Background: an optimization exercise with open tools, aiming at small area, a short achievable clock period and few clock cycles per item. Do not read the settings as production practice. Where RTL was checked, it was by simulation tests only, not by an equivalence proof against the original. The RTL of runs 2 to 7 was laid out without a check of its function. No activity file was given, so power comes from the tool's default toggle rates.

`flow/config.mk`:
```
export PLATFORM = sky130hd
export DESIGN_NAME = unordered_value_table_unit
export DESIGN_NICKNAME = unordered_value_table_unit
export VERILOG_FILES = /design/flow/design.v
export SDC_FILE = /design/flow/constraint.sdc
export NUM_CORES = 4
export LEC_CHECK = 0
export CAP_MARGIN = 20
export CORE_MARGIN = 2
export CORE_UTILIZATION = 40
export CTS_BUF_LIST = sky130_fd_sc_hd__clkbuf_16
export CTS_CLUSTER_DIAMETER = 80
export CTS_CLUSTER_SIZE = 30
export PLACE_DENSITY = 0.6
export SETUP_SLACK_MARGIN = 2.3
export SLEW_MARGIN = 20
```
`flow/constraint.sdc`:
```
create_clock -name core_clock -period 5.0 [get_ports {aclk}]
set_input_delay 1.0000 -clock core_clock [delete_from_list [all_inputs] [get_ports {aclk}]]
set_output_delay 1.0000 -clock core_clock [all_outputs]
set_load 0.01 [all_outputs]
```
`flow/design.v`:
```
`timescale 1ns / 1ps
package uvt_pkg;
    localparam int CmdW    = 2;
    localparam int ValueW  = 32;
    localparam int StatusW = 2;
    localparam int FoundW  = 4;
    localparam int CountW  = 5;
    localparam int InDataW  = 40;
    localparam int OutDataW = 16;
    typedef enum logic [CmdW-1:0] {
        CMD_APPEND = 2'd0,
        CMD_POP    = 2'd1,
        CMD_LOCATE = 2'd2,
        CMD_REMOVE = 2'd3
    } uvt_cmd_t;
    typedef enum logic [StatusW-1:0] {
        STAT_OK        = 2'd0,
        STAT_NOT_FOUND = 2'd1,
        STAT_FULL      = 2'd2,
        STAT_EMPTY     = 2'd3
    } uvt_status_t;
    typedef enum logic [1:0] {
        ST_IDLE,
        ST_SCAN,
        ST_MOVE,
        ST_RESP
    } uvt_state_t;
endpackage
`timescale 1ns / 1ps
module uvt_ram #(
    parameter int WIDTH = 32,
    parameter int DEPTH = 16
) (
    input  logic                     aclk,
    input  logic [DEPTH-1:0]         we,      
    input  logic [WIDTH-1:0]         wdata,   
    input  logic [DEPTH-1:0]         lsel,    
    input  logic [WIDTH-1:0]         key,     
    output logic [DEPTH-1:0]         eq,      
    output logic [WIDTH-1:0]         rdata    
);
    logic [WIDTH-1:0] mem [DEPTH];
    always_ff @(posedge aclk) begin
        for (int j = 0; j < DEPTH; j++) begin
            if (we[j]) mem[j] <= wdata;
        end
    end
    always_comb begin
        rdata = '0;
        for (int j = 0; j < DEPTH; j++) begin
            eq[j] = (mem[j] == key);
            rdata = rdata | (mem[j] & {WIDTH{lsel[j]}});
        end
    end
endmodule
`timescale 1ns / 1ps
import uvt_pkg::*;
module unordered_value_table_unit #(
    parameter int DEPTH = 16
) (
    input  logic                aclk,
    input  logic                aresetn,
    input  logic                s_tvalid,
    output logic                s_tready,
    input  logic [uvt_pkg::InDataW-1:0]  s_tdata,
    output logic                m_tvalid,
    input  logic                m_tready,
    output logic [uvt_pkg::OutDataW-1:0] m_tdata
);
    localparam int AW = $clog2(DEPTH);
    localparam int CW = $clog2(DEPTH + 1);
    localparam int RW = StatusW + FoundW + CountW;
    logic              s_tready_reg;
    logic              e_valid;
    logic [CmdW-1:0]   e_cmd;
    logic [ValueW-1:0] e_val;
    logic [DEPTH-1:0]  e_eq;
    logic [DEPTH-1:0]  e_fix_sel;    
    logic              e_fix_val;    
    logic [CW-1:0]     cnt_reg;
    logic [DEPTH-1:0]  occ;
    logic [DEPTH-1:0]  last_sel;
    logic [1:0]        q_n;
    logic [RW-1:0]     q_head;
    logic [RW-1:0]     q_tail;
    logic              accept;
    logic              fire;
    logic              pop;
    logic [1:0]        q_n_next;
    logic              e_valid_next;
    assign accept = s_tvalid && s_tready_reg;
    assign fire   = e_valid && !q_n[1];
    assign pop    = q_n != 2'd0 && m_tready;
    assign q_n_next     = q_n - 2'(pop) + 2'(fire);
    assign e_valid_next = accept || (e_valid && !fire);
    assign s_tready = s_tready_reg;
    assign m_tvalid = q_n != 2'd0;
    assign m_tdata  = {{(OutDataW-RW){1'b0}}, q_head};
    logic [CmdW-1:0]   s_cmd;
    logic [ValueW-1:0] s_val;
    logic [DEPTH-1:0]  c_eq;
    logic              c_fix_eq;
    logic [ValueW-1:0] last_val;
    assign s_cmd     = s_tdata[CmdW-1:0];
    assign s_val     = s_tdata[CmdW+ValueW-1:CmdW];
    assign c_fix_eq  = s_val == wdata;
    logic              is_app, is_pop, is_loc, is_rem;
    logic [DEPTH-1:0]  eq;
    logic [DEPTH-1:0]  hit;
    logic [DEPTH-1:0]  first;
    logic [DEPTH-1:0]  app_sel;
    logic [DEPTH-1:0]  we;
    logic [ValueW-1:0] wdata;
    logic              any_hit;
    logic [AW-1:0]     fidx;
    logic              empty, full;
    logic              grow, shrink;
    logic [CW-1:0]     cnt_next;
    logic [DEPTH-1:0]  occ_next;
    logic [DEPTH-1:0]  last_next;
    logic [StatusW-1:0] stat;
    logic [RW-1:0]     res;
    assign is_app = e_cmd == CMD_APPEND;
    assign is_pop = e_cmd == CMD_POP;
    assign is_loc = e_cmd == CMD_LOCATE;
    assign is_rem = e_cmd == CMD_REMOVE;
    assign empty  = !occ[0];
    assign full   = occ[DEPTH-1];
    always_comb begin
        eq = (e_eq & ~e_fix_sel) | (e_fix_sel & {DEPTH{e_fix_val}});
        hit = eq & occ;
        first = '0;
        fidx = '0;
        for (int j = DEPTH - 1; j >= 0; j--) begin
            if (hit[j]) begin
                first = '0;
                first[j] = 1'b1;
                fidx = AW'(j);
            end
        end
        any_hit = |hit;
        app_sel = {last_sel[DEPTH-2:0], empty};
    end
    assign wdata = is_rem ? last_val : e_val;
    assign we    = fire ? (is_app ? app_sel : is_rem ? first : '0) : '0;
    assign grow   = is_app && !full;
    assign shrink = (is_pop && !empty) || (is_rem && any_hit);
    always_comb begin
        cnt_next  = cnt_reg;
        occ_next  = occ;
        last_next = last_sel;
        if (grow) begin
            cnt_next  = cnt_reg + CW'(1);
            occ_next  = {occ[DEPTH-2:0], 1'b1};
            last_next = app_sel;
        end else if (shrink) begin
            cnt_next  = cnt_reg - CW'(1);
            occ_next  = {1'b0, occ[DEPTH-1:1]};
            last_next = {1'b0, last_sel[DEPTH-1:1]};
        end
    end
    always_comb begin
        if (is_app) stat = full ? STAT_FULL : STAT_OK;
        else if (empty) stat = STAT_EMPTY;
        else if (is_pop || any_hit) stat = STAT_OK;
        else stat = STAT_NOT_FOUND;
    end
    assign res = {cnt_next, (is_loc || is_rem) ? fidx : AW'(0), stat};
    uvt_ram #(
        .WIDTH(ValueW),
        .DEPTH(DEPTH)
    ) u_entries (
        .aclk  (aclk),
        .we    (we),
        .wdata (wdata),
        .lsel  (last_sel),
        .key   (s_val),
        .eq    (c_eq),
        .rdata (last_val)
    );
    always_ff @(posedge aclk) begin
        if (!aresetn) begin
            e_valid      <= 1'b0;
            s_tready_reg <= 1'b1;
            cnt_reg      <= '0;
            occ          <= '0;
            last_sel     <= '0;
            q_n          <= 2'd0;
        end else begin
            e_valid      <= e_valid_next;
            s_tready_reg <= !e_valid_next || !q_n_next[1];
            if (fire) begin
                cnt_reg  <= cnt_next;
                occ      <= occ_next;
                last_sel <= last_next;
            end
            q_n <= q_n_next;
        end
    end
    always_ff @(posedge aclk) begin
        if (accept) begin
            e_cmd     <= s_cmd;
            e_val     <= s_val;
            e_eq      <= c_eq;
            e_fix_sel <= we;
            e_fix_val <= c_fix_eq;
        end
        if (q_n == 2'd0 || (q_n == 2'd1 && pop)) begin
            if (fire) q_head <= res;
        end else if (q_n == 2'd2 && pop) begin
            q_head <= q_tail;
        end
        if (fire && q_n == 2'd1 && !pop) q_tail <= res;
    end
endmodule
```
`flow/flow/run.sh`:
```
#!/bin/bash
# Standard layout with two changes: ports are buffered by a plain buffer
# instead of the default pick, and the resizer may change a cell's footprint
# in every stage (the platform limits it to same-footprint swaps before
# global routing).
set -euo pipefail
export BUFFER_PORTS_ARGS="-buffer_cell sky130_fd_sc_hd__buf_4"
sed 's/CLKGATE_MAP_FILE= /CLKGATE_MAP_FILE= MATCH_CELL_FOOTPRINT=0 /' standard.sh > standard_fp.sh
cp standard_fp.sh standard_fp.sh.log
bash standard_fp.sh > standard.log 2>&1
```
`flow/standard.sh`:
```
#!/bin/bash
# synth_recipe.tcl (not shown) runs the flow's synth.tcl, then flattens the netlist and writes it again
# the make line also repeats each setting of config.mk as NAME=value (left out here)
make -C /OpenROAD-flow-scripts/flow DESIGN_CONFIG=/design/flow/config.mk WORK_HOME=/design/flow/orfs CLKGATE_MAP_FILE= SYNTH_SCRIPT=/design/flow/synth_recipe.tcl "${@:-finish}"
```
==> results of run 1 <==
how the worst max path moves through the flow:
stage / startpoint / to / slack [ns] / cells past startpoint
after floorplan: q_n[1]$_SDFF_PN0_ / s_tready_reg$_SDFF_PN1_ / 1.99 / 11
after global placement: e_fix_val$_DFFE_PP_ / u_entries.mem[14][17]$_DFFE_PP_ / 1.34 / 8
after detailed placement: e_fix_val$_DFFE_PP_ / u_entries.mem[14][23]$_DFFE_PP_ / 1.32 / 8
after CTS: e_fix_val$_DFFE_PP_ / u_entries.mem[15][0]$_DFFE_PP_ / 2.21 / 10
after global routing: e_fix_val$_DFFE_PP_ / u_entries.mem[15][0]$_DFFE_PP_ / 2.19 / 10
final: s_tdata[24] / e_eq[12]$_DFFE_PP_ / 2.19 / 5
report_power, final:
group          switching (W)  internal [W]
clock network        0.00199       0.00163
registers           0.000210       0.00642
logic                0.00218       0.00110
total                0.00439       0.00914
cell type report:
type | count | area (um^2) | share of cell area [%]
inverter | 14 | 52.6 | 0.147
multi-input combinational | 1450 | 11600 | 32.5
sequential | 642 | 18900 | 53.0
tap | 978 | 1220 | 3.42
clock inverter | 24 | 305 | 0.854
antenna | 5 | 12.5 | 0.0350
clock buffer | 37 | 926 | 2.59
timing repair buffer | 260 | 2680 | 7.49
cells by family (layout without fill, tap and decap cells):
group	Yosys count	count (layout)
compound gates	389	389
xor+xnor	575	575
fa+ha+maj	4	4
buf+inv	179	335
flops	642	642
mux	50	50
other cells	1	10
simple gates	426	427
worst register-to-register path, cell delays in order, from the launching register on:
cell,delay [ns]
edfxtp_1,0.43
buf_12,0.17
mux2_4,0.31
a2bb2oi_4,0.19
and4_4,0.27
and3_4,0.21
and3_4,0.19
nand2b_1,0.09
a21oi_4,0.17
buf_12,0.20
clkbuf_16,0.24
cell usage in the layout, fill, tap and decap left out, types with 10 or more instances in the layout:
master,netlist,routed
a21oi_1,14,11
a221oi_1,77,67
a221oi_2,0,10
a22o_1,78,78
a22oi_1,103,98
and2_1,14,13
buf_12,0,32
buf_4,6,197
buf_6,3,11
clkbuf_16,0,44
dfxtp_1,41,25
dfxtp_4,0,16
edfxtp_1,601,601
inv_1,14,14
mux2_2,20,16
mux2i_1,29,26
nand2_1,81,80
nand3_1,32,30
nand4_1,52,52
nor2_1,69,49
nor2_4,2,18
nor4_1,131,123
o211a_1,29,29
o21ai_0,36,36
xnor2_1,40,38
xor2_1,535,528
layer usage:
layer,up-vias,global-route usage [%]
li1,8907,-
met1,11500,46.4
met2,1862,53.7
met3,465,9.72
met4,6,22.8
met5,-,0
cells in the mapped netlist, types with 5 or more instances:
master / count
edfxtp_1: 601
buf_4: 6
o21ai_0: 36
o211ai_1: 7
a21oi_1: 14
nor2_1: 69
mux2i_1: 29
mux2_2: 20
nand3_1: 32
dfxtp_1: 41
a22oi_1: 103
and4_1: 12
clkbuf_1: 92
buf_1: 33
xor2_1: 535
a221oi_1: 77
a21boi_0: 5
and3_1: 8
nand4_1: 52
o211a_1: 29
a22o_1: 78
and2_1: 14
inv_1: 14
nand2_1: 81
nor4_1: 131
nor3_1: 11
nor2b_1: 5
xnor2_1: 40
buf_2: 31
a32oi_1: 9
timing repair:
action                     4_1_cts  5_1_grt
buffers inserted                66       22
pin swaps                       19       26
resized for setup               85       64
setup endpoints to repair      677      411
gates cloned                     5        5
metrics by stage:
stage	worst slack [ns]	power [W]	std cells	util [%]
6_report	2.19	0.0135	3410	47.1
5_1_grt	2.19	0.0138	3405	47.1
4_1_cts	2.21	0.0132	3378	46.3
3_5_place_dp	1.32	0.00953	3246	43.1
3_3_place_gp	1.34	0.00950	3245	43.0
2_1_floorplan	1.99	0.00820	2270	-
==> out/qor.yml, run 1 <==
synth:
  ys_seq_area_share_pct: 61.6
  synth_mux_area_share_pct: 1.73
  synth_ff_type: "edfxtp_1"
  synth_compound_area_share_pct: 10.1
  synthXorXnorAreaFrac_pct: 16.4
  yosys-top-cells-area: "edfxtp_1, xor2_1, dfxtp_1"
  yosys.area_share.simple_pct: 7.47
  synthDominantCellAreaShare_pct: 58.9
  synth_top_family_by_area: "XOR/XNOR gates"
  yosysWarnings: 3
  avgSynthCellArea_um2: 13.5
  yosysUniqueCellTypes: 54
  synth_cells: 2266
  synth.largest_area_cell: "edfxtp_1"
  synth_edf_count: 601
  async_flop_share_pct: 0
  synthAdderAreaFrac_pct: 0.163
  ys_ff_latch: 642
  synth_area_um2: 30600
placed_design:
  hpwl_um: 100000
  io_buffers: 50
  dpl-instance-area_um2: 32700
  gp_routability_congestion: 1.08
cells_and_area:
  final_nets: 2451
  design_area_um2: 35700
  area_growth_pct: 16.7
  largest_reg_flops: 512
  top_regs: "u_entries.mem (512), e_val (32)"
  nFillCells: 6666
  largest-register: "u_entries.mem"
  drive_above_1_share_pct: 18.5
setup_path:
  worstRegToRegCells: 10
  crit_fanout: 19
  critPathTopFamily: "simple AND/OR/NAND/NOR gates"
  crit_slowest_cell: "nor4_1"
  reg2reg_slack_ns: 2.20
  critPathBufInv: 1
  r2r-end: "u_entries.mem[15][0]$_DFFE_PP_"
  slowest_delay_ns: 0.90
  r2r_start: "e_fix_val$_DFFE_PP_"
  required_ns: 5.34
  end_kind: "flip-flop"
  cp-start-kind: "input port"
  cp.arrival_ns: 3.15
  path_cells: "buf_4 > xor2_1 > nor4_1 > nand4_1 > nor2_1"
  crit_type: "in2reg"
sta:
  rsz0062_at_grt: "yes"
  clock_skew_ns: 0.0510
  slew_headroom_pct: 18.6
  period_share_pct: 56.2
  max_freq_mhz: 356
  finalHoldViolCount: 0
  setup_viol: 0
  whs_ns: 0.535
  tns_ns: 0
  worst_slew_pin_slew_ns: 1.21
  slew_viol_final: 0
  period_needed_ns: 2.81
detailed_routing:
  drtPass1Iterations: 8
  initialDrtViolationCount: 4215
  wl_met2_um: 61300
  wl_um: 145000
  wl_met3_um: 18000
  drc: 0
  vias_per_cell: 6.68
  ant_nets: 0
  vias: 22800
  highest_layer: "met5"
  route.detailed.wl_per_inst_um: 42.5
  wl_met1_um: 53200
global_route:
  overflow: 0
  grt_max_degree: 58
  antenna_found_initial: 10
  grt_pass1_wl_um: 189000
  grt.total_usage_pct: 36.0
  grt_pass1_vias: 21000
run_status:
  status: "finished clean"
cts:
  numCtsBuffers: 35
  clock_sinks: 642
  cts.clk_slew.worst_paths_ns: 0.11
  clock_latency_ns: 0.62
  h-tree-depth: 2
  postCtsHoldBufs: 0
  cts_tree: "done"
  root_buffer: "clkbuf_16"
  cts.path.max_buffers: 3
floorplanning:
  ios: 62
  die_height_um: 281
  num_rows: 101
  core_area_um2: 75800
  start_util_pct: 40.4
  fp.dieW_um: 281
  die_area_um2: 78800
worst_hold_path:
  hold_path.class: "reg2reg"
  holdPathStages: 2
  whs_endpoint: "cnt_reg[4]$_SDFFE_PN0P_"
  worstHoldStart: "cnt_reg[4]$_SDFFE_PN0P_"
pwr:
  leakagePower_nw: 12.4
  ir_drop_mv: 0.249
  power_density_nw_per_um2: 378
flow_run:
  max_cap_violations: 0
Testbench counts, summed over its fixed seeds: cycles 12,016, items 12,000.
==> run 2: changes to the inputs <==
--- a/flow/design.v
+++ b/flow/design.v
@@ -71,5 +71,4 @@
     localparam int CW = $clog2(DEPTH + 1);
     localparam int RW = StatusW + FoundW + CountW;
-    logic              s_tready_reg;
     logic              e_valid;
     logic [CmdW-1:0]   e_cmd;
@@ -81,20 +80,13 @@
     logic [DEPTH-1:0]  occ;
     logic [DEPTH-1:0]  last_sel;
-    logic [1:0]        q_n;
-    logic [RW-1:0]     q_head;
-    logic [RW-1:0]     q_tail;
+    logic              m_valid;
+    logic [RW-1:0]     m_res;
     logic              accept;
     logic              fire;
-    logic              pop;
-    logic [1:0]        q_n_next;
-    logic              e_valid_next;
-    assign accept = s_tvalid && s_tready_reg;
-    assign fire   = e_valid && !q_n[1];
-    assign pop    = q_n != 2'd0 && m_tready;
-    assign q_n_next     = q_n - 2'(pop) + 2'(fire);
-    assign e_valid_next = accept || (e_valid && !fire);
-    assign s_tready = s_tready_reg;
-    assign m_tvalid = q_n != 2'd0;
-    assign m_tdata  = {{(OutDataW-RW){1'b0}}, q_head};
+    assign fire   = e_valid && (!m_valid || m_tready);
+    assign accept = s_tvalid && s_tready;
+    assign s_tready = !e_valid || fire;
+    assign m_tvalid = m_valid;
+    assign m_tdata  = {{(OutDataW-RW){1'b0}}, m_res};
     logic [CmdW-1:0]   s_cmd;
     logic [ValueW-1:0] s_val;
@@ -182,12 +174,10 @@
         if (!aresetn) begin
             e_valid      <= 1'b0;
-            s_tready_reg <= 1'b1;
             cnt_reg      <= '0;
             occ          <= '0;
             last_sel     <= '0;
-            q_n          <= 2'd0;
+            m_valid      <= 1'b0;
         end else begin
-            e_valid      <= e_valid_next;
-            s_tready_reg <= !e_valid_next || !q_n_next[1];
+            e_valid      <= accept || (e_valid && !fire);
             if (fire) begin
                 cnt_reg  <= cnt_next;
@@ -195,5 +185,5 @@
                 last_sel <= last_next;
             end
-            q_n <= q_n_next;
+            m_valid <= fire || (m_valid && !m_tready);
         end
     end
@@ -206,10 +196,5 @@
             e_fix_val <= c_fix_eq;
         end
-        if (q_n == 2'd0 || (q_n == 2'd1 && pop)) begin
-            if (fire) q_head <= res;
-        end else if (q_n == 2'd2 && pop) begin
-            q_head <= q_tail;
-        end
-        if (fire && q_n == 2'd1 && !pop) q_tail <= res;
+        if (fire) m_res <= res;
     end
 endmodule
--- a/flow/config.mk
+++ b/flow/config.mk
@@ -9,7 +9,4 @@
 export CORE_MARGIN = 2
 export CORE_UTILIZATION = 40
-export CTS_BUF_LIST = sky130_fd_sc_hd__clkbuf_16
-export CTS_CLUSTER_DIAMETER = 80
-export CTS_CLUSTER_SIZE = 30
 export PLACE_DENSITY = 0.6
 export SETUP_SLACK_MARGIN = 2.3
==> out/qor.yml, run 2 <==
run_status:
  status: "finished clean"
synth:
  synth_common_cells: "edfxtp_1, xor2_1, a22oi_1"
  ys_ff_latch: 629
  ys_seq_area_share_pct: 61.6
  synth_ff_type: "edfxtp_1"
  async_flop_share_pct: 0
  synth_edf_count: 590
  synth.most_common_cell: "edfxtp_1"
  yosysWarnings: 3
  avgSynthCellArea_um2: 13.4
  synth.largest_area_cell: "edfxtp_1"
  yosysUniqueCellTypes: 59
  synth_area_um2: 30000
  synth_cells: 2248
  synthDominantCellAreaShare_pct: 59.0
  yosys-top-cells-area: "edfxtp_1, xor2_1, a22oi_1"
cells_and_area:
  design_area_um2: 36100
  drive_above_1_share_pct: 19.0
  area_growth_pct: 20.1
  final_common_cell: "edfxtp_1"
  largest_reg_flops: 512
  final_nets: 2453
  top_regs: "u_entries.mem (512), e_val (32)"
  mostFrequentLayoutCells: "edfxtp_1, xor2_1, buf_4, a22oi_1, nor4_1"
  largest-register: "u_entries.mem"
detailed_routing:
  initialDrtViolationCount: 4220
  vias_per_cell: 6.66
  drtPass1Iterations: 6
  ant_nets: 0
  wl_um: 139000
  vias: 22900
  route.detailed.wl_per_inst_um: 40.5
  drc: 0
placed_design:
  gp_routability_congestion: 1.09
  dpl-instance-area_um2: 32000
  hpwl_um: 93500
  io_buffers: 50
floorplanning:
  ios: 62
  start_util_pct: 40.3
  fp.dieW_um: 278
  die_height_um: 278
  num_rows: 100
  core_area_um2: 74400
  die_area_um2: 77300
global_route:
  grt_pass1_vias: 21300
  grt.total_usage_pct: 35.1
  met1_usage_pct: 46.0
  grt_max_degree: 45
  antenna_found_initial: 14
  met2_usage_pct: 51.0
  gr-max-usage-layer: "met2"
  grt_pass1_wl_um: 184000
  overflow: 0
  use_met3_pct: 9.15
cts:
  h-tree-depth: 3
  clock_sinks: 629
  numCtsBuffers: 73
  cts.path.max_buffers: 3
  root_buffer: "clkbuf_16"
  clock_latency_ns: 0.64
  postCtsHoldBufs: 0
  cts.clk_slew.worst_paths_ns: 0.06
  cts_tree: "done"
sta:
  whs_ns: 0.530
  slew_viol_final: 0
  worst_slew_pin_slew_ns: 1.32
  max_freq_mhz: 350
  clock_skew_ns: 0.0298
  period_needed_ns: 2.86
  period_share_pct: 57.1
  rsz0062_at_grt: "yes"
  setup_viol: 0
  tns_ns: 0
  finalHoldViolCount: 0
  slew_headroom_pct: 11.2
setup_path:
  worstRegToRegCells: 9
  cp-start-kind: "input port"
  crit_slowest_cell: "nor4_1"
  crit_fanout: 19
  r2r-end: "e_fix_val$_DFFE_PP_"
  end_kind: "flip-flop"
  slowest_delay_ns: 0.79
  crit_type: "in2reg"
  path_cells: "buf_4 > xor2_1 > nor4_1 > nand4_1 > nor2_1"
  cp.arrival_ns: 3.22
  required_ns: 5.37
  r2r_start: "last_sel[12]$_SDFFE_PN0P_"
  reg2reg_slack_ns: 2.26
flow_run:
  max_cap_violations: 0
worst_hold_path:
  hold_path.class: "reg2reg"
  holdPathStages: 1
  whs_endpoint: "occ[6]$_SDFFE_PN0P_"
  worstHoldStart: "occ[6]$_SDFFE_PN0P_"
pwr:
  power_density_nw_per_um2: 356
  leakagePower_nw: 12.6
  ir_drop_mv: 0.200
run 2: cell count changes in the layout (fill, tap and decap cells not counted), sizes merged, moves of 8 or more:
cell    before  now
xor2       535  545
a22o        78   40
a221oi      77   44
mux2        21    9
clkbuf      44  103
and2        14    6
clkinv      12   21
edfxtp     601  590
nand2       81  102
buf        253  235
nand4       52   69
nand3       32   23
xnor2       40   27
a22oi      103  174
run 2: what timing repair did:
| item | in CTS | in global routing |
|---|---|---|
| endpoints found under the hold margin | 0 | 0 |
| cloned | 1 | 3 |
| setup endpoints to repair | 642 | 338 |
| pin swaps | 13 | 21 |
| setup buffers | 62 | 25 |
| gates resized for setup | 86 | 71 |
run 2: power by group:
part           total, W  internal (W)  switching, W
combinational   0.00162      0.000491       0.00113
clock           0.00521       0.00299       0.00223
sequential      0.00600       0.00591     0.0000837
run 2: layout make-up:
cell class / instances / area (um^2)
tap: 969 / 1210
inverter: 16 / 60.1
sequential: 629 / 18600
fill: 6447 / 38400
clock buffer: 98 / 2030
timing repair buffer: 240 / 2490
antenna: 6 / 15.0
clock inverter: 26 / 211
multi-input combinational: 1447 / 11500
run 2: critical path, delay by kind of cell:
kind / cells / cell delay, ns
buf+inv: 1 / 0.30
xor+xnor: 1 / 0.26
simple gates: 3 / 1.64
run 2: per-stage QoR:
step / total power [W] / util (%) / setup WS [ns] / std cells
final: 0.0128 / 48.4 / 2.14 / 3431
after global routing: 0.0130 / 48.4 / 2.22 / 3426
after CTS: 0.0127 / 47.5 / 2.29 / 3397
after detailed placement: 0.00747 / 43.0 / 1.31 / 3210
after global placement: 0.00746 / 42.9 / 1.40 / 3208
after floorplan: 0.00682 / - / 2.11 / 2252
run 2: cells by family after synthesis:
family	count (synthesis)	synth area share [%]
muxes	39	1.37
and+or+nand+nor	440	7.79
adders and majority gates	2	0.0833
buffers and inverters	177	2.48
other	1	0.0125
AOI/OAI and AO/OA	388	9.99
DFF	629	61.6
xor gates and xnor gates	572	16.7
run 2: worst max path at each step:
stage | from | endpoint | slack, ns
floorplan | m_tready | u_entries.mem[15][0]$_DFFE_PP_ | 2.11
detailed placement | m_tready | u_entries.mem[5][17]$_DFFE_PP_ | 1.31
global placement | e_fix_val$_DFFE_PP_ | u_entries.mem[11][7]$_DFFE_PP_ | 1.40
finish | s_tdata[29] | e_eq[4]$_DFFE_PP_ | 2.14
global route | last_sel[6]$_SDFFE_PN0P_ | e_fix_val$_DFFE_PP_ | 2.22
CTS | e_cmd[1]$_DFFE_PP_ | last_sel[12]$_SDFFE_PN0P_ | 2.29
run 2: per-layer routing:
metal	part of all wire, %	vias up
li1	-	8869
met1	36	11400
met2	42	2122
met3	13	474
met4	8.4	12
met5	0.050	-
==> run 3: changes to the inputs <==
--- a/flow/config.mk
+++ b/flow/config.mk
@@ -10,4 +10,4 @@
 export CORE_UTILIZATION = 40
 export PLACE_DENSITY = 0.6
-export SETUP_SLACK_MARGIN = 2.3
+export SETUP_SLACK_MARGIN = 2.4
 export SLEW_MARGIN = 20
==> out/qor.yml, run 3 <==
global_route:
  met2_usage_pct: 50.7
  antenna_found_initial: 9
  use_met3_pct: 10.9
  grt_pass1_wl_um: 186000
  gr-max-usage-layer: "met2"
  overflow: 0
  grt_max_degree: 52
  met1_usage_pct: 46.0
  grt_pass1_vias: 21400
  grt.total_usage_pct: 35.5
sta:
  period_needed_ns: 2.91
  rsz0062_at_grt: "yes"
  clock_skew_ns: 0.0469
  worst_slew_pin_slew_ns: 1.33
  slew_headroom_pct: 10.4
  slew_viol_final: 0
  finalHoldViolCount: 0
  max_freq_mhz: 344
  setup_viol: 0
  tns_ns: 0
  period_share_pct: 58.1
worst_hold_path:
  holdPathStages: 1
  hold_path.class: "reg2reg"
  worstHoldStart: "occ[13]$_SDFFE_PN0P_"
  whs_endpoint: "occ[13]$_SDFFE_PN0P_"
floorplanning:
  start_util_pct: 40.3
  core_area_um2: 74400
  ios: 62
  die_height_um: 278
  num_rows: 100
  die_area_um2: 77300
  fp.dieW_um: 278
setup_path:
  cp.arrival_ns: 3.23
  path_cells: "buf_12 > buf_12 > mux2_4 > a2bb2oi_2 > nand2_2 > buf_6 > nor2_4 > buf_4 > nand4_1 > a21oi_4 > buf_12 > clkbuf_16"
  end_kind: "flip-flop"
  worstRegToRegCells: 12
  crit_slowest_cell: "edfxtp_1"
  slowest_delay_ns: 0.42
  r2r-end: "u_entries.mem[12][10]$_DFFE_PP_"
  reg2reg_slack_ns: 2.09
  crit_type: "reg2reg"
  r2r_start: "e_fix_val$_DFFE_PP_"
  cp-start-kind: "flip-flop"
  cp_common_cell: "buf_12"
  crit_fanout: 8
  required_ns: 5.32
placed_design:
  dpl-instance-area_um2: 32000
  hpwl_um: 91000
  io_buffers: 50
  gp_routability_congestion: 1.10
  placedCellCount: 3193
cells_and_area:
  finalNonFillerCells: 3489
  multi_input_area_um2: 11600
  largest-register: "u_entries.mem"
  top_regs: "u_entries.mem (512), e_val (32)"
  seq_area_um2: 18600
  design_area_um2: 37400
  largest_reg_flops: 512
  drive_above_1_share_pct: 21.3
  area_growth_pct: 24.7
  final_nets: 2503
  final_common_cell: "edfxtp_1"
  mostFrequentLayoutCells: "edfxtp_1, xor2_1, a22oi_1, buf_4, nor4_1"
  nFillCells: 6197
detailed_routing:
  drtPass1Iterations: 7
  initialDrtViolationCount: 4594
  wl_um: 145000
  route.detailed.wl_per_inst_um: 41.5
  vias_per_cell: 6.78
  ant_nets: 0
  vias: 23700
  drc: 0
synth:
  synth_cells: 2248
  ys_ff_latch: 629
  synth_area_um2: 30000
  yosysUniqueCellTypes: 59
  synth.most_common_cell: "edfxtp_1"
  synthDominantCellAreaShare_pct: 59.0
  avgSynthCellArea_um2: 13.4
  async_flop_share_pct: 0
  synth.largest_area_cell: "edfxtp_1"
  yosysWarnings: 3
  synth_edf_count: 590
  ys_seq_area_share_pct: 61.6
  synth_ff_type: "edfxtp_1"
  synth_common_cells: "edfxtp_1, xor2_1, a22oi_1"
  yosys-top-cells-area: "edfxtp_1, xor2_1, a22oi_1"
run_status:
  status: "finished clean"
cts:
  cts.path.max_buffers: 3
  cts.clk_slew.worst_paths_ns: 0.06
  postCtsHoldBufs: 0
  cts_tree: "done"
  clock_latency_ns: 0.65
  root_buffer: "clkbuf_16"
  clock_sinks: 629
  numCtsBuffers: 71
  h-tree-depth: 3
pwr:
  power_density_nw_per_um2: 346
  leakagePower_nw: 13.1
  ir_drop_mv: 0.248
flow_run:
  max_cap_violations: 0
run 3: cell types whose count changed in the layout (fill, tap and decap cells not counted), moves of 7 or more:
cell,before,now
buf_12,35,63
clkbuf_16,81,99
buf_6,17,30
buf_4,171,162
clkinv_1,9,17
nor4_1,126,119
run 3: through the flow:
stage | utilization (%) | hold slack [ns] | total power [W] | worst slack, ns
after floorplan | - | 0.468 | 0.00682 | 2.14
after global placement | 42.9 | 0.482 | 0.00745 | 1.29
after detailed placement | 42.9 | 0.488 | 0.00746 | 1.36
after CTS | 48.8 | 0.501 | 0.0128 | 2.16
after global routing | 50.3 | 0.515 | 0.0131 | 2.08
final | 50.3 | 0.502 | 0.0129 | 2.09
run 3: repair_timing:
| action | in CTS | in global routing |
|---|---|---|
| buffers inserted | 93 | 34 |
| gates resized for setup | 146 | 78 |
| setup endpoints to repair | 739 | 427 |
| pin swaps | 33 | 39 |
| gates cloned | 17 | 16 |
run 3: worst max path at each step:
stage,start,endpoint,slack [ns],depth (start not counted)
final,e_fix_val$_DFFE_PP_,u_entries.mem[12][10]$_DFFE_PP_,2.09,12
after floorplan,e_fix_val$_DFFE_PP_,u_entries.mem[15][0]$_DFFE_PP_,2.14,6
after CTS,e_fix_val$_DFFE_PP_,u_entries.mem[13][22]$_DFFE_PP_,2.16,11
after global placement,s_tdata[3],e_fix_val$_DFFE_PP_,1.29,9
after detailed placement,s_tdata[3],e_fix_val$_DFFE_PP_,1.36,9
after global routing,e_fix_val$_DFFE_PP_,u_entries.mem[13][22]$_DFFE_PP_,2.08,12
run 3: metal layers:
layer,share of wire [%],routed length (um),vias to the layer above
li1,-,-,8982
met1,35,50500,11800
met2,41,58700,2270
met3,15,21800,581
met4,9.4,13600,6
met5,0.15,213,-
run 3: final cells by class:
type                            instances  share of cell area, %
Sequential cell                       629                   49.6
Clock buffer                           95                   5.32
Tap cell                              969                   3.24
Inverter                               16                  0.160
Multi-Input combinational cell       1449                   31.1
Antenna cell                            6                 0.0401
Timing Repair Buffer                  290                   9.80
Clock inverter                         35                  0.785
run 3: cells by family after synthesis:
kind of cell,synth area share [%]
AOI/OAI and AO/OA,9.99
xor gates and xnor gates,16.7
and+or+nand+nor,7.79
adders and majority gates,0.0833
muxes,1.37
other,0.0125
DFF,61.6
buffers and inverters,2.48
run 3: report_power, final:
group | internal [W] | leakage [nW] | switching [W]
clock network | 0.00305 | 1.12 | 0.00222
registers | 0.00591 | 5.73 | 0.0000874
logic | 0.000508 | 6.29 | 0.00116
total | 0.00947 | 13.1 | 0.00347
run 3: critical path: cells and delay by family (launching register included):
family          cells  cell delay (ns)
compound gates      2             0.41
buf+inv             6             1.01
flops               1             0.42
mux                 1             0.29
simple gates        3             0.42
==> run 4: changes to the inputs <==
--- a/flow/config.mk
+++ b/flow/config.mk
@@ -10,4 +10,4 @@
 export CORE_UTILIZATION = 40
 export PLACE_DENSITY = 0.6
-export SETUP_SLACK_MARGIN = 2.4
+export SETUP_SLACK_MARGIN = 2.2
 export SLEW_MARGIN = 20
==> out/qor.yml, run 4 <==
synth:
  yosys-top-cells-area: "edfxtp_1, xor2_1, a22oi_1"
  synthDominantCellAreaShare_pct: 59.0
  async_flop_share_pct: 0
  yosysUniqueCellTypes: 59
  synth_area_um2: 30000
  synth_common_cells: "edfxtp_1, xor2_1, a22oi_1"
  synth.largest_area_cell: "edfxtp_1"
  ys_ff_latch: 629
  synth_edf_count: 590
  avgSynthCellArea_um2: 13.4
  yosysWarnings: 3
  synth_cells: 2248
  synth_ff_type: "edfxtp_1"
  synth.most_common_cell: "edfxtp_1"
  ys_seq_area_share_pct: 61.6
cells_and_area:
  mostFrequentLayoutCells: "edfxtp_1, xor2_1, a22oi_1, buf_4, nor4_1"
  seq_area_um2: 18600
  design_area_um2: 35300
  drive_above_1_share_pct: 16.8
  final_nets: 2405
  top_regs: "u_entries.mem (512), e_val (32)"
  largest-register: "u_entries.mem"
  multi_input_area_um2: 11300
  nFillCells: 6552
  final_core_util_pct: 47.4
  largest_reg_flops: 512
  area_growth_pct: 17.4
  final_common_cell: "edfxtp_1"
cts:
  root_buffer: "clkbuf_16"
  cts_tree: "done"
  numCtsBuffers: 71
  postCtsHoldBufs: 0
  cts.clk_slew.worst_paths_ns: 0.06
  clock_latency_ns: 0.63
  clock_sinks: 629
  h-tree-depth: 3
  cts.path.max_buffers: 3
sta:
  rsz0062_at_grt: "yes"
  max_freq_mhz: 325
  slew_headroom_pct: 16.4
  slew_viol_final: 0
  period_share_pct: 61.5
  tns_ns: 0
  clock_skew_ns: 0.0352
  period_needed_ns: 3.08
  worst_slew_pin_slew_ns: 1.24
  finalHoldViolCount: 0
  setup_viol: 0
detailed_routing:
  drc: 0
  ant_nets: 0
  vias_per_cell: 6.66
  route.detailed.wl_per_inst_um: 38.9
  initialDrtViolationCount: 4147
  wl_um: 132000
  drtPass1Iterations: 9
  vias: 22500
setup_path:
  crit_slowest_cell: "nor4_1"
  required_ns: 5.36
  cp-start-kind: "input port"
  crit_fanout: 20
  end_kind: "flip-flop"
  cp.arrival_ns: 3.44
  path_cells: "buf_4 > xor2_1 > nor4_1 > nand4_1 > nor2_1"
  slowest_delay_ns: 1.01
  crit_type: "in2reg"
floorplanning:
  die_height_um: 278
  start_util_pct: 40.3
  ios: 62
  die_area_um2: 77300
  core_area_um2: 74400
  fp.dieW_um: 278
  num_rows: 100
pwr:
  leakagePower_nw: 12.3
  power_density_nw_per_um2: 362
  finalPower_w: 0.0128
  ir_drop_mv: 0.199
global_route:
  grt.total_usage_pct: 33.0
  overflow: 0
  grt_max_degree: 58
  grt_pass1_wl_um: 175000
  grt_pass1_vias: 20900
  antenna_found_initial: 9
placed_design:
  gp_routability_congestion: 1.07
  hpwl_um: 89200
  io_buffers: 50
  dpl-instance-area_um2: 31900
run_status:
  status: "finished clean"
worst_hold_path:
  hold_path.class: "reg2reg"
flow_run:
  max_cap_violations: 0
## run 4: changes by cell type in the layout (fill, tap and decap cells not counted), sizes merged
cell | before | now
buf | 267 | 191
clkbuf | 118 | 87
clkinvlp | 0 | 4
diode | 6 | 3
bufinv | 5 | 7
nor2 | 74 | 72
inv | 17 | 18
## run 4: final cells by class
| type | instances | share of cell area (%) |
|---|---|---|
| inverter | 16 | 0.170 |
| timing repair buffer | 194 | 5.25 |
| clock inverter | 42 | 1.12 |
| tap | 969 | 3.44 |
| antenna | 3 | 0.0213 |
| multi-input combinational | 1447 | 32.0 |
| clock buffer | 84 | 5.36 |
| sequential | 629 | 52.6 |
## run 4: worst paths after layout
| path | from | to | slack (ns) | cells past startpoint |
|---|---|---|---|---|
| setup / recovery | s_tdata[5] | e_eq[8]$_DFFE_PP_ | 1.92 | 5 |
| hold reg to reg | occ[13]$_SDFFE_PN0P_ | occ[13]$_SDFFE_PN0P_ | 0.50 | 1 |
| hold / removal | occ[13]$_SDFFE_PN0P_ | occ[13]$_SDFFE_PN0P_ | 0.50 | 1 |
| setup reg to reg | last_sel[1]$_SDFFE_PN0P_ | e_fix_val$_DFFE_PP_ | 1.96 | 9 |
## run 4: what timing repair did
action                     4_1_cts  5_1_grt
buffers inserted                16       36
cloned                           5        0
resized for setup               54       49
pin swaps                       12       15
setup endpoints to repair      581      160
## run 4: through the flow
step / setup WS (ns) / hold WS, ns / instances
4_1_cts: 2.00 / 0.504 / 3345
3_5_place_dp: 1.16 / 0.486 / 3198
5_1_grt: 1.99 / 0.540 / 3382
3_3_place_gp: 1.16 / 0.484 / 3198
6_report: 1.92 / 0.500 / 3384
2_1_floorplan: 2.11 / 0.468 / 2252
## run 4: worst max-delay path, delay by kind of cell
family | cells | cell delay (ns)
buf+inv | 1 | 0.29
simple gates | 3 | 1.95
xor+xnor | 1 | 0.18
## run 4: kinds of logic (layout without fill, tap and decap cells)
kind of cell               after synthesis  after routing  share of synthesized area (%)
buffers and inverters                  177            336                           2.48
adders and majority gates                2              2                         0.0833
xor gates and xnor gates               572            572                           16.7
other                                    1              8                         0.0125
muxes                                   39             39                           1.37
and+or+nand+nor                        440            441                           7.79
DFF                                    629            629                           61.6
AOI/OAI and AO/OA                      388            388                           9.99
## run 4: metal layers
| layer | vias to the layer above | GRT usage, % | share of wire, % |
|---|---|---|---|
| met4 | 10 | 21.7 | 8.7 |
| met3 | 465 | 9.94 | 14 |
| met5 | - | 0 | 0.044 |
| met1 | 11300 | 43.1 | 36 |
| li1 | 8776 | - | - |
| met2 | 2031 | 47.4 | 41 |
## run 4: power by group
part | internal, W | switching, W
sequential | 0.00591 | 0.000103
combinational | 0.000430 | 0.00106
clock | 0.00306 | 0.00222
==> run 5: changes to the inputs <==
--- a/flow/config.mk
+++ b/flow/config.mk
@@ -9,5 +9,8 @@
 export CORE_MARGIN = 2
 export CORE_UTILIZATION = 40
+export CTS_BUF_LIST = sky130_fd_sc_hd__clkbuf_16
+export CTS_CLUSTER_DIAMETER = 80
+export CTS_CLUSTER_SIZE = 30
 export PLACE_DENSITY = 0.6
-export SETUP_SLACK_MARGIN = 2.2
+export SETUP_SLACK_MARGIN = 2.3
 export SLEW_MARGIN = 20
==> out/qor.yml, run 5 <==
floorplanning:
  num_rows: 100
  ios: 62
  die_height_um: 278
  fp.dieW_um: 278
  core_area_um2: 74400
  die_area_um2: 77300
  start_util_pct: 40.3
synth:
  synth_ff_type: "edfxtp_1"
  yosysUniqueCellTypes: 59
  async_flop_share_pct: 0
  yosys-top-cells-area: "edfxtp_1, xor2_1, a22oi_1"
  avgSynthCellArea_um2: 13.4
  synthDominantCellAreaShare_pct: 59.0
  synth.largest_area_cell: "edfxtp_1"
  synth.most_common_cell: "edfxtp_1"
  synth_edf_count: 590
  synth_common_cells: "edfxtp_1, xor2_1, a22oi_1"
  synth_area_um2: 30000
  ys_ff_latch: 629
  yosysWarnings: 3
  ys_seq_area_share_pct: 61.6
  synth_cells: 2248
sta:
  period_share_pct: 58.8
  slew_headroom_pct: 13.6
  period_needed_ns: 2.94
  clock_skew_ns: 0.0331
  tns_ns: 0
  max_freq_mhz: 340
  worst_slew_pin_slew_ns: 1.29
  rsz0062_at_grt: "yes"
  slew_viol_final: 0
  finalHoldViolCount: 0
  setup_viol: 0
cts:
  clock_latency_ns: 0.61
  root_buffer: "clkbuf_16"
  postCtsHoldBufs: 0
  clock_sinks: 629
  cts.clk_slew.worst_paths_ns: 0.12
  cts.path.max_buffers: 3
  h-tree-depth: 2
  numCtsBuffers: 35
  cts_tree: "done"
pwr:
  p_clk_share_pct: 31.5
  power_density_nw_per_um2: 315
  switchingPower_w: 0.00319
  ir_drop_mv: 0.195
  leakagePower_nw: 12.1
  internal-power_w: 0.00787
  p_seq_share_pct: 54.2
  pwr-share-comb_pct: 14.4
  switching_share_pct: 28.8
global_route:
  grt.total_usage_pct: 35.0
  overflow: 0
  grt_pass1_vias: 20800
  grt_pass1_wl_um: 183000
  grt_max_degree: 45
  antenna_found_initial: 12
detailed_routing:
  vias: 22700
  drtPass1Iterations: 6
  ant_nets: 0
  route.detailed.wl_per_inst_um: 41.7
  vias_per_cell: 6.73
  drc: 0
  wl_um: 141000
  initialDrtViolationCount: 4372
setup_path:
  cp-start-kind: "flip-flop"
  crit_slowest_cell: "dfxtp_4"
  worstRegToRegCells: 9
  end_kind: "flip-flop"
  cp.arrival_ns: 3.37
  crit_fanout: 13
  crit_type: "reg2reg"
  required_ns: 5.44
  slowest_delay_ns: 0.42
  path_cells: "buf_12 > a22o_1 > a221oi_1 > and4_1 > xor2_1 > nand4_1 > nor4_2 > a31oi_2 > nor4_1"
cells_and_area:
  area_growth_pct: 16.9
  final_common_cell: "edfxtp_1"
  largest_reg_flops: 512
  top_regs: "u_entries.mem (512), e_val (32)"
  final_nets: 2421
  drive_above_1_share_pct: 17.6
  mostFrequentLayoutCells: "edfxtp_1, xor2_1, buf_4, a22oi_1, nor4_1"
  design_area_um2: 35100
  largest-register: "u_entries.mem"
worst_hold_path:
  holdPathStages: 1
  hold_path.class: "reg2reg"
placed_design:
  dpl-instance-area_um2: 32000
  hpwl_um: 93500
  gp_routability_congestion: 1.09
  io_buffers: 50
flow_run:
  max_cap_violations: 0
run_status:
  status: "finished clean"
==> run 5: worst paths after layout <==
kind / from / slack [ns] / end
max: last_sel[10]$_SDFFE_PN0P_ / 2.06 / e_fix_val$_DFFE_PP_
max reg2reg: last_sel[10]$_SDFFE_PN0P_ / 2.06 / e_fix_val$_DFFE_PP_
min: occ[6]$_SDFFE_PN0P_ / 0.53 / occ[6]$_SDFFE_PN0P_
min reg2reg: occ[6]$_SDFFE_PN0P_ / 0.53 / occ[6]$_SDFFE_PN0P_
==> run 5: metrics by stage <==
| stage | setup slack [ns] | hold WS, ns | utilization, % | std cells | total power [W] |
|---|---|---|---|---|---|
| after floorplan | 2.11 | 0.468 | - | 2252 | 0.00682 |
| after global placement | 1.40 | 0.483 | 42.9 | 3208 | 0.00746 |
| after detailed placement | 1.31 | 0.510 | 43.0 | 3210 | 0.00747 |
| after CTS | 2.22 | 0.536 | 46.3 | 3339 | 0.0109 |
| after global routing | 2.10 | 0.556 | 47.1 | 3371 | 0.0112 |
| final | 2.06 | 0.534 | 47.1 | 3376 | 0.0111 |
==> run 5: layer usage <==
metal  share of wire [%]  global-route usage (%)
met5                0.10                   0.876
met2                  42                    50.9
met3                  14                    9.85
met4                 8.2                    23.2
met1                  36                    45.6
==> run 5: worst max-delay path: cells and delay by family (launching register included) <==
kind / cells / cell delay (ns)
buffers and inverters: 1 / 0.18
AOI/OAI and AO/OA: 3 / 0.80
and+or+nand+nor: 4 / 1.10
DFF: 1 / 0.42
xor gates and xnor gates: 1 / 0.22
==> run 5: what timing repair did <==
action,in CTS,in global routing
endpoints found under the hold margin,0,0
endpoints found under the setup margin,663,415
cloned,4,9
gates resized for setup,107,40
buffers inserted,63,21
pin swaps,15,16
==> run 5: layout make-up <==
class / instances / area (um^2)
Fill cell: 6558 / 39300
Timing Repair Buffer: 246 / 2710
Tap cell: 969 / 1210
Clock inverter: 25 / 272
Inverter: 16 / 60.1
Sequential cell: 629 / 18600
Multi-Input combinational cell: 1447 / 11300
Antenna cell: 7 / 17.5
Clock buffer: 37 / 926
==> run 5: power by group through the flow <==
| stage | sequential [W] | combinational, W | clock (W) |
|---|---|---|---|
| 6_report | 0.00599 | 0.00159 | 0.00348 |
| 5_1_grt | 0.00599 | 0.00160 | 0.00364 |
| 4_1_cts | 0.00599 | 0.00147 | 0.00348 |
| 3_5_place_dp | 0.00616 | 0.00131 | 0 |
| 3_3_place_gp | 0.00616 | 0.00130 | 0 |
| 2_1_floorplan | 0.00607 | 0.000754 | 0 |
==> run 5: logic make-up after synthesis <==
| logic type | after synthesis | synth area share [%] |
|---|---|---|
| AOI/OAI and AO/OA | 388 | 9.99 |
| xor gates and xnor gates | 572 | 16.7 |
| adders and majority gates | 2 | 0.0833 |
| buffers and inverters | 177 | 2.48 |
| DFF | 629 | 61.6 |
| muxes | 39 | 1.37 |
| other | 1 | 0.0125 |
| and+or+nand+nor | 440 | 7.79 |
==> run 6: changes to the inputs <==
--- a/flow/design.v
+++ b/flow/design.v
@@ -37,5 +37,6 @@
     input  logic [DEPTH-1:0]         lsel,    
     input  logic [WIDTH-1:0]         key,     
-    output logic [DEPTH-1:0]         eq,      
+    output logic [DEPTH-1:0]         eq_lo,   
+    output logic [DEPTH-1:0]         eq_hi,   
     output logic [WIDTH-1:0]         rdata    
 );
@@ -49,5 +50,6 @@
         rdata = '0;
         for (int j = 0; j < DEPTH; j++) begin
-            eq[j] = (mem[j] == key);
+            eq_lo[j] = (mem[j][WIDTH/2-1:0] == key[WIDTH/2-1:0]);
+            eq_hi[j] = (mem[j][WIDTH-1:WIDTH/2] == key[WIDTH-1:WIDTH/2]);
             rdata = rdata | (mem[j] & {WIDTH{lsel[j]}});
         end
@@ -74,5 +76,6 @@
     logic [CmdW-1:0]   e_cmd;
     logic [ValueW-1:0] e_val;
-    logic [DEPTH-1:0]  e_eq;
+    logic [DEPTH-1:0]  e_eq_lo;
+    logic [DEPTH-1:0]  e_eq_hi;
     logic [DEPTH-1:0]  e_fix_sel;    
     logic              e_fix_val;    
@@ -91,10 +94,11 @@
     logic [CmdW-1:0]   s_cmd;
     logic [ValueW-1:0] s_val;
-    logic [DEPTH-1:0]  c_eq;
+    logic [DEPTH-1:0]  c_eq_lo;
+    logic [DEPTH-1:0]  c_eq_hi;
     logic              c_fix_eq;
     logic [ValueW-1:0] last_val;
     assign s_cmd     = s_tdata[CmdW-1:0];
     assign s_val     = s_tdata[CmdW+ValueW-1:CmdW];
-    assign c_fix_eq  = s_val == wdata;
+    assign c_fix_eq  = is_rem ? (s_val == last_val) : (s_val == e_val);
     logic              is_app, is_pop, is_loc, is_rem;
     logic [DEPTH-1:0]  eq;
@@ -120,5 +124,5 @@
     assign full   = occ[DEPTH-1];
     always_comb begin
-        eq = (e_eq & ~e_fix_sel) | (e_fix_sel & {DEPTH{e_fix_val}});
+        eq = (e_eq_lo & e_eq_hi & ~e_fix_sel) | (e_fix_sel & {DEPTH{e_fix_val}});
         hit = eq & occ;
         first = '0;
@@ -168,5 +172,6 @@
         .lsel  (last_sel),
         .key   (s_val),
-        .eq    (c_eq),
+        .eq_lo (c_eq_lo),
+        .eq_hi (c_eq_hi),
         .rdata (last_val)
     );
@@ -192,5 +197,6 @@
             e_cmd     <= s_cmd;
             e_val     <= s_val;
-            e_eq      <= c_eq;
+            e_eq_lo   <= c_eq_lo;
+            e_eq_hi   <= c_eq_hi;
             e_fix_sel <= we;
             e_fix_val <= c_fix_eq;
==> out/qor.yml, run 6 <==
run_status:
  status: "finished clean"
sta:
  tns_ns: 0
  worst_slew_pin_slew_ns: 1.21
  period_share_pct: 57.2
  finalHoldViolCount: 0
  period_needed_ns: 2.86
  setup_viol: 0
  clock_skew_ns: 0.0327
  max_freq_mhz: 350
  slew_viol_final: 0
  slew_headroom_pct: 18.3
  rsz0062_at_grt: "yes"
setup_path:
  cp.arrival_ns: 3.19
  end_kind: "flip-flop"
  r2r-end: "u_entries.mem[12][22]$_DFFE_PP_"
  crit_fanout: 8
  worstRegToRegCells: 13
  reg2reg_slack_ns: 2.14
  crit_type: "reg2reg"
  cp-start-kind: "flip-flop"
  required_ns: 5.33
  r2r_start: "e_fix_val$_DFFE_PP_"
floorplanning:
  fp.dieW_um: 280
  start_util_pct: 40.3
  die_height_um: 280
  core_area_um2: 75700
  num_rows: 101
  die_area_um2: 78500
  ios: 62
worst_hold_path:
  whs_endpoint: "cnt_reg[4]$_SDFFE_PN0P_"
  worstHoldStart: "cnt_reg[4]$_SDFFE_PN0P_"
  hold_path.class: "reg2reg"
  holdPathStages: 2
pwr:
  internal-power_w: 0.00808
  switching_share_pct: 27.8
  pwr-share-comb_pct: 13.7
  switchingPower_w: 0.00312
  power_density_nw_per_um2: 310
  ir_drop_mv: 0.204
  leakagePower_nw: 10.9
  p_clk_share_pct: 31.4
  p_seq_share_pct: 54.9
  finalPower_w: 0.0112
cts:
  clock_latency_ns: 0.62
  cts.clk_slew.worst_paths_ns: 0.11
  root_buffer: "clkbuf_16"
  postCtsHoldBufs: 0
  numCtsBuffers: 35
  cts.path.max_buffers: 3
  cts_tree: "done"
  clock_sinks: 645
  h-tree-depth: 2
global_route:
  grt_max_degree: 72
  grt_pass1_vias: 21000
  gr-max-usage-layer: "met2"
  met1_usage_pct: 42.4
  antenna_found_initial: 7
  overflow: 0
  grt.total_usage_pct: 30.6
  grt_pass1_wl_um: 167000
  met2_usage_pct: 44.0
  use_met3_pct: 9.62
detailed_routing:
  route.detailed.wl_per_inst_um: 36.7
  vias: 22300
  drc: 0
  wl_um: 125000
  drtPass1Iterations: 7
  vias_per_cell: 6.55
  initialDrtViolationCount: 3956
  ant_nets: 0
cells_and_area:
  mostFrequentLayoutCells: "edfxtp_1, xnor2_1, buf_4, nand4_1"
  area_growth_pct: 18.4
  largest-register: "u_entries.mem"
  top_regs: "u_entries.mem (512), e_val (32)"
  final_nets: 2440
  final_common_cell: "edfxtp_1"
  drive_above_1_share_pct: 20.2
  largest_reg_flops: 512
synth:
  yosysWarnings: 3
  synth_area_um2: 30500
  yosys-top-cells-area: "edfxtp_1, xnor2_1, nand4_1"
  async_flop_share_pct: 0
  synth_common_cells: "edfxtp_1, xnor2_1, nand4_1"
  synth_cells: 2263
  synth_edf_count: 606
  ys_seq_area_share_pct: 62.2
  synthDominantCellAreaShare_pct: 59.7
  synth.most_common_cell: "edfxtp_1"
  avgSynthCellArea_um2: 13.5
  synth.largest_area_cell: "edfxtp_1"
  yosysUniqueCellTypes: 70
  ys_ff_latch: 645
  synth_ff_type: "edfxtp_1"
flow_run:
  max_cap_violations: 0
placed_design:
  io_buffers: 50
  gp_routability_congestion: 0.977
  hpwl_um: 76300
-- run 6: what timing repair did --
item,in CTS,in global routing
gates resized for setup,136,101
gates cloned,16,12
buffers inserted,83,14
endpoints found under the setup margin,523,352
pin swaps,26,26
-- run 6: how the worst max path moves through the flow --
stage                                       to                 from  slack, ns
6_report       u_entries.mem[12][22]$_DFFE_PP_  e_fix_val$_DFFE_PP_       2.14
5_1_grt        u_entries.mem[12][27]$_DFFE_PP_  e_fix_val$_DFFE_PP_       2.05
4_1_cts        u_entries.mem[12][27]$_DFFE_PP_  e_fix_val$_DFFE_PP_       2.14
3_5_place_dp   u_entries.mem[12][26]$_DFFE_PP_  e_fix_val$_DFFE_PP_       1.25
3_3_place_gp   u_entries.mem[12][26]$_DFFE_PP_  e_fix_val$_DFFE_PP_       1.36
2_1_floorplan           e_fix_sel[1]$_DFFE_PP_             m_tready       1.62
-- run 6: power groups by stage --
stage	clock [W]	combinational [W]	sequential [W]
finish	0.00351	0.00154	0.00614
global placement	0	0.00122	0.00630
global route	0.00369	0.00158	0.00615
floorplan	0	0.000776	0.00621
CTS	0.00350	0.00142	0.00614
detailed placement	0	0.00123	0.00630
-- run 6: cell type report --
class / count / area [um^2]
antenna: 4 / 10.0
tap: 978 / 1220
inverter: 11 / 41.3
clock buffer: 35 / 876
sequential: 645 / 19000
multi-input combinational: 1454 / 11700
fill: 6478 / 39600
clock inverter: 27 / 325
timing repair buffer: 247 / 2890
-- run 6: worst max-delay path, stage by stage (launching register included) --
cell	delay, ns
edfxtp_1	0.45
buf_6	0.16
buf_6	0.13
nand2_4	0.07
a21boi_4	0.07
nor4_4	0.30
and3_4	0.23
nor3b_4	0.20
and2_4	0.20
buf_6	0.10
a32oi_4	0.10
nor2_4	0.12
buf_12	0.17
clkbuf_16	0.23
-- run 6: layer usage --
metal  share of wire [%]  wire [um]  up-vias
met5               0.033         41        -
met3                  15      19100      315
met1                  38      46800    11200
met2                  42      51900     1893
met4                 5.5       6800        6
li1                    -          -     8876
-- run 6: logic make-up after synthesis --
group / after synthesis / share of synthesized area (%)
fa+ha+maj: 2 / 0.0820
other cells: 1 / 0.0123
buf+inv: 175 / 2.63
compound gates: 390 / 10.3
xor+xnor: 570 / 16.4
simple gates: 480 / 8.41
flops: 645 / 62.2
-- run 6: per-stage QoR --
stage / worst slack (ns) / instance area, um^2 / instances / hold WS (ns) / utilization [%]
3_3_place_gp: 1.36 / 32200 / 3210 / 0.486 / 42.6
2_1_floorplan: 1.62 / 30600 / 2267 / 0.477 / -
5_1_grt: 2.05 / 36100 / 3397 / 0.566 / 47.7
4_1_cts: 2.14 / 35200 / 3371 / 0.529 / 46.5
6_report: 2.14 / 36100 / 3401 / 0.529 / 47.7
3_5_place_dp: 1.25 / 32200 / 3210 / 0.518 / 42.6
==> run 7: changes to the inputs <==
--- a/flow/design.v
+++ b/flow/design.v
@@ -73,4 +73,5 @@
     localparam int CW = $clog2(DEPTH + 1);
     localparam int RW = StatusW + FoundW + CountW;
+    logic              s_tready_reg;
     logic              e_valid;
     logic [CmdW-1:0]   e_cmd;
@@ -83,13 +84,20 @@
     logic [DEPTH-1:0]  occ;
     logic [DEPTH-1:0]  last_sel;
-    logic              m_valid;
-    logic [RW-1:0]     m_res;
+    logic [1:0]        q_n;
+    logic [RW-1:0]     q_head;
+    logic [RW-1:0]     q_tail;
     logic              accept;
     logic              fire;
-    assign fire   = e_valid && (!m_valid || m_tready);
-    assign accept = s_tvalid && s_tready;
-    assign s_tready = !e_valid || fire;
-    assign m_tvalid = m_valid;
-    assign m_tdata  = {{(OutDataW-RW){1'b0}}, m_res};
+    logic              pop;
+    logic [1:0]        q_n_next;
+    logic              e_valid_next;
+    assign accept = s_tvalid && s_tready_reg;
+    assign fire   = e_valid && !q_n[1];
+    assign pop    = q_n != 2'd0 && m_tready;
+    assign q_n_next     = q_n - 2'(pop) + 2'(fire);
+    assign e_valid_next = accept || (e_valid && !fire);
+    assign s_tready = s_tready_reg;
+    assign m_tvalid = q_n != 2'd0;
+    assign m_tdata  = {{(OutDataW-RW){1'b0}}, q_head};
     logic [CmdW-1:0]   s_cmd;
     logic [ValueW-1:0] s_val;
@@ -100,5 +108,5 @@
     assign s_cmd     = s_tdata[CmdW-1:0];
     assign s_val     = s_tdata[CmdW+ValueW-1:CmdW];
-    assign c_fix_eq  = is_rem ? (s_val == last_val) : (s_val == e_val);
+    assign c_fix_eq  = s_val == wdata;
     logic              is_app, is_pop, is_loc, is_rem;
     logic [DEPTH-1:0]  eq;
@@ -179,10 +187,12 @@
         if (!aresetn) begin
             e_valid      <= 1'b0;
+            s_tready_reg <= 1'b1;
             cnt_reg      <= '0;
             occ          <= '0;
             last_sel     <= '0;
-            m_valid      <= 1'b0;
+            q_n          <= 2'd0;
         end else begin
-            e_valid      <= accept || (e_valid && !fire);
+            e_valid      <= e_valid_next;
+            s_tready_reg <= !e_valid_next || !q_n_next[1];
             if (fire) begin
                 cnt_reg  <= cnt_next;
@@ -190,5 +200,5 @@
                 last_sel <= last_next;
             end
-            m_valid <= fire || (m_valid && !m_tready);
+            q_n <= q_n_next;
         end
     end
@@ -202,5 +212,10 @@
             e_fix_val <= c_fix_eq;
         end
-        if (fire) m_res <= res;
+        if (q_n == 2'd0 || (q_n == 2'd1 && pop)) begin
+            if (fire) q_head <= res;
+        end else if (q_n == 2'd2 && pop) begin
+            q_head <= q_tail;
+        end
+        if (fire && q_n == 2'd1 && !pop) q_tail <= res;
     end
 endmodule
==> out/qor.yml, run 7 <==
detailed_routing:
  initialDrtViolationCount: 3861
  route.detailed.wl_per_inst_um: 35.6
  drtPass1Iterations: 9
  vias: 22500
  wl_um: 123000
  ant_nets: 0
  vias_per_cell: 6.52
  drc: 0
sta:
  period_share_pct: 59.9
  slew_headroom_pct: 26.7
  worst_slew_pin_slew_ns: 1.09
  period_needed_ns: 3.00
  rsz0062_at_grt: "yes"
  finalHoldViolCount: 0
  fin_ws_ns: 2.00
  tns_ns: 0
  whs_ns: 0.558
  clock_skew_ns: 0.0398
  slew_viol_final: 0
  setup_viol: 0
  max_freq_mhz: 334
pwr:
  pwr-share-comb_pct: 22.4
  leakagePower_nw: 11.5
  switching_share_pct: 31.7
  internal-power_w: 0.00921
  p_clk_share_pct: 26.7
  switchingPower_w: 0.00428
  power_density_nw_per_um2: 371
  finalPower_w: 0.0135
  p_seq_share_pct: 50.8
  ir_drop_mv: 0.253
global_route:
  antenna_found_initial: 13
  grt_pass1_vias: 20200
  overflow: 0
  grt.total_usage_pct: 27.8
  grt_pass1_wl_um: 158000
  grt_max_degree: 62
cells_and_area:
  largest_reg_flops: 512
  mostFrequentLayoutCells: "edfxtp_1, xnor2_1, buf_4, nand4_1, a22oi_1"
  final_nets: 2437
  drive_above_1_share_pct: 17.6
  final_common_cell: "edfxtp_1"
  largest-register: "u_entries.mem"
  finalNonFillerCells: 3459
  top_regs: "u_entries.mem (512), e_val (32)"
  nFillCells: 6708
  area_growth_pct: 16.8
synth:
  synthDominantCellAreaShare_pct: 59.5
  ys_seq_area_share_pct: 62.1
  synth.most_common_cell: "edfxtp_1"
  ys_ff_latch: 658
  synth_edf_count: 617
  yosysUniqueCellTypes: 64
  synth_ff_type: "edfxtp_1"
  yosys-top-cells-area: "edfxtp_1, xnor2_1, nand4_1"
  synth_cells: 2273
  avgSynthCellArea_um2: 13.7
  yosysWarnings: 3
  async_flop_share_pct: 0
  synth_common_cells: "edfxtp_1, xnor2_1, nand4_1"
  synth.largest_area_cell: "edfxtp_1"
  synth_area_um2: 31100
setup_path:
  critPathTopFamily: "simple AND/OR/NAND/NOR gates"
  crit_path_end: "e_eq_hi[14]$_DFFE_PP_"
  path_cells: "buf_4 > xnor2_1 > nand4_1 > nor4_1"
  r2r_start: "last_sel[12]$_SDFFE_PN0P_"
  critPathBufInv: 1
  crit_fanout: 19
  required_ns: 5.26
  r2r-end: "e_fix_val$_DFFE_PP_"
  cp_num_cells: 4
  end_kind: "flip-flop"
  crit_type: "in2reg"
  cp-start-kind: "input port"
  slowest_delay_ns: 0.93
  reg2reg_slack_ns: 2.02
  crit_slowest_cell: "nor4_1"
  critPathLaunch: "s_tdata[18]"
  cp.arrival_ns: 3.25
  worstRegToRegCells: 8
cts:
  cts_tree: "done"
  h-tree-depth: 2
  numCtsBuffers: 35
  clock_latency_ns: 0.62
  root_buffer: "clkbuf_16"
  cts.path.max_buffers: 3
  clock_sinks: 658
  cts.clk_slew.worst_paths_ns: 0.11
  postCtsHoldBufs: 0
placed_design:
  place_ws_ns: 1.33
  placedCellCount: 3287
  hpwl_um: 77100
  gp_routability_congestion: 0.964
  io_buffers: 50
run_status:
  status: "finished clean"
floorplanning:
  die_area_um2: 80100
  ios: 62
  fp.dieW_um: 283
  num_rows: 102
  die_height_um: 283
  start_util_pct: 40.3
  core_area_um2: 77200
worst_hold_path:
  hold_path.class: "reg2reg"
flow_run:
  max_cap_violations: 0
-- run 7: cell types whose count changed in the layout (fill, tap and decap cells not counted), sizes merged, moves of 12 or more --
cell	previous run	this run
a22oi	118	95
a311oi	27	0
and2	7	19
mux2i	0	29
nand2	123	90
nor2	72	48
o211a	0	30
xnor2	531	545
-- run 7: power groups by stage --
| stage | Sequential [W] | Combinational, W | Clock (W) |
|---|---|---|---|
| CTS | 0.00687 | 0.00264 | 0.00362 |
| detailed placement | 0.00700 | 0.00256 | 0 |
| global placement | 0.00700 | 0.00254 | 0 |
| floorplan | 0.00681 | 0.00160 | 0 |
| finish | 0.00685 | 0.00303 | 0.00361 |
| global route | 0.00687 | 0.00313 | 0.00378 |
-- run 7: logic make-up (layout without fill, tap and decap cells) --
group,after synthesis,count (layout),synth area share (%)
DFF,658,658,62.1
xor gates and xnor gates,573,573,16.1
and+or+nand+nor,436,436,7.81
AOI/OAI and AO/OA,390,395,10.1
buffers and inverters,171,304,2.36
muxes,40,40,1.33
adders and majority gates,4,4,0.161
other,1,9,0.0120
-- run 7: worst register-to-register path: cells and delay by family, from the launching register on --
family                 cells  cell delay [ns]
AND/OR/NAND/NOR            4             1.31
AO/OA/AOI/OAI              2             0.53
flip-flops                 1             0.43
buffers and inverters      1             0.26
XOR/XNOR                   1             0.24
-- run 7: worst min-delay path by stage --
stage	cells past startpoint	startpoint	to	slack [ns]
after detailed placement	1	q_tail[6]$_DFFE_PP_	q_head[6]$_DFFE_PP_	0.53
after global placement	2	e_valid$_SDFF_PN0_	s_tready_reg$_SDFF_PN1_	0.53
after CTS	1	q_tail[0]$_DFFE_PP_	q_head[0]$_DFFE_PP_	0.56
after floorplan	2	e_valid$_SDFF_PN0_	s_tready_reg$_SDFF_PN1_	0.50
after global routing	1	s_tdata[0]	e_cmd[0]$_DFFE_PP_	0.57
final	1	q_tail[0]$_DFFE_PP_	q_head[0]$_DFFE_PP_	0.56
-- run 7: through the flow --
stage | instance area [um^2] | utilization (%)
finish | 36400 | 47.1
global route | 36400 | 47.1
CTS | 34900 | 45.2
detailed placement | 33000 | 42.8
global placement | 33000 | 42.7
floorplan | 31400 | -
-- run 7: what timing repair did --
item                                    CTS  global route
endpoints found under the setup margin  588           434
pin swaps                                11            16
resized for setup                        56           117
cloned                                    2            20
setup buffers                            35            48
-- run 7: layout make-up --
type                    instances  area [um^2]  area share, %
flip-flops and latches        658        19400           53.3
multi-input cells            1453        11800           32.4
repair buffers                232         2600           7.14
well taps                    1040         1300           3.58
clock buffers                  37          926           2.55
clock inverters                26          333          0.915
inverters                       9         33.8         0.0929
diodes                          4         10.0         0.0275
-- run 7: routing by layer --
metal  vias up  wire (um)  global-route usage [%]
li1       8921          -                       -
met1     11400      46800                    39.1
met2      1874      52300                    41.3
met3       295      18600                    8.52
met4        18       5450                    7.77
met5         -        126                       0

afterwards: timing with drivers on the ports:
Ports are ideal in the flow. The routed layouts listed here were re-timed in OpenROAD. Step 1, drivers: a clkbuf_16 drives aclk and a buf_2 each remaining input, both assumed. Step 2 adds t to the input delays and takes it off the output delays; t is the mean of the earliest and latest rising clock arrival at the registers after step 1. Input paths then give back, and output paths get back, about the clock's delay inside the block. a / b / c = ideal / step 1 / step 2; a / b = the first two.
run | shift t [ns] | slack for setup (ns) | hold slack, ns | worst setup path after step 2 | clock arrival spread, ns
run 1 | 0.663 | 2.191 / 2.201 / 1.571 | 0.535 / 0.524 / 0.535 | input to register | 0.055 / 0.055
run 2 | 0.690 | 2.145 / 2.125 / 1.436 | 0.530 / 0.499 / 0.530 | input to register | 0.032 / 0.031
run 3 | 0.696 | 2.093 / 2.093 / 1.528 | 0.502 / 0.502 / 0.502 | input to register | 0.049 / 0.049
run 4 | 0.684 | 1.924 / 1.961 / 1.278 | 0.500 / 0.500 / 0.500 | input to register | 0.039 / 0.040
run 5 | 0.661 | 2.061 / 2.061 / 1.412 | 0.534 / 0.534 / 0.534 | input to register | 0.041 / 0.041
run 6 | 0.674 | 2.140 / 2.140 / 1.577 | 0.529 / 0.529 / 0.529 | input to register | 0.044 / 0.045
run 7 | 0.660 | 2.005 / 1.989 / 1.329 | 0.558 / 0.552 / 0.558 | input to register | 0.040 / 0.040
After both steps setup and hold are still met in every run listed. The setup slack of run 2, which loses most, moves by -0.020 ns with the drivers and by -0.709 ns with both steps.
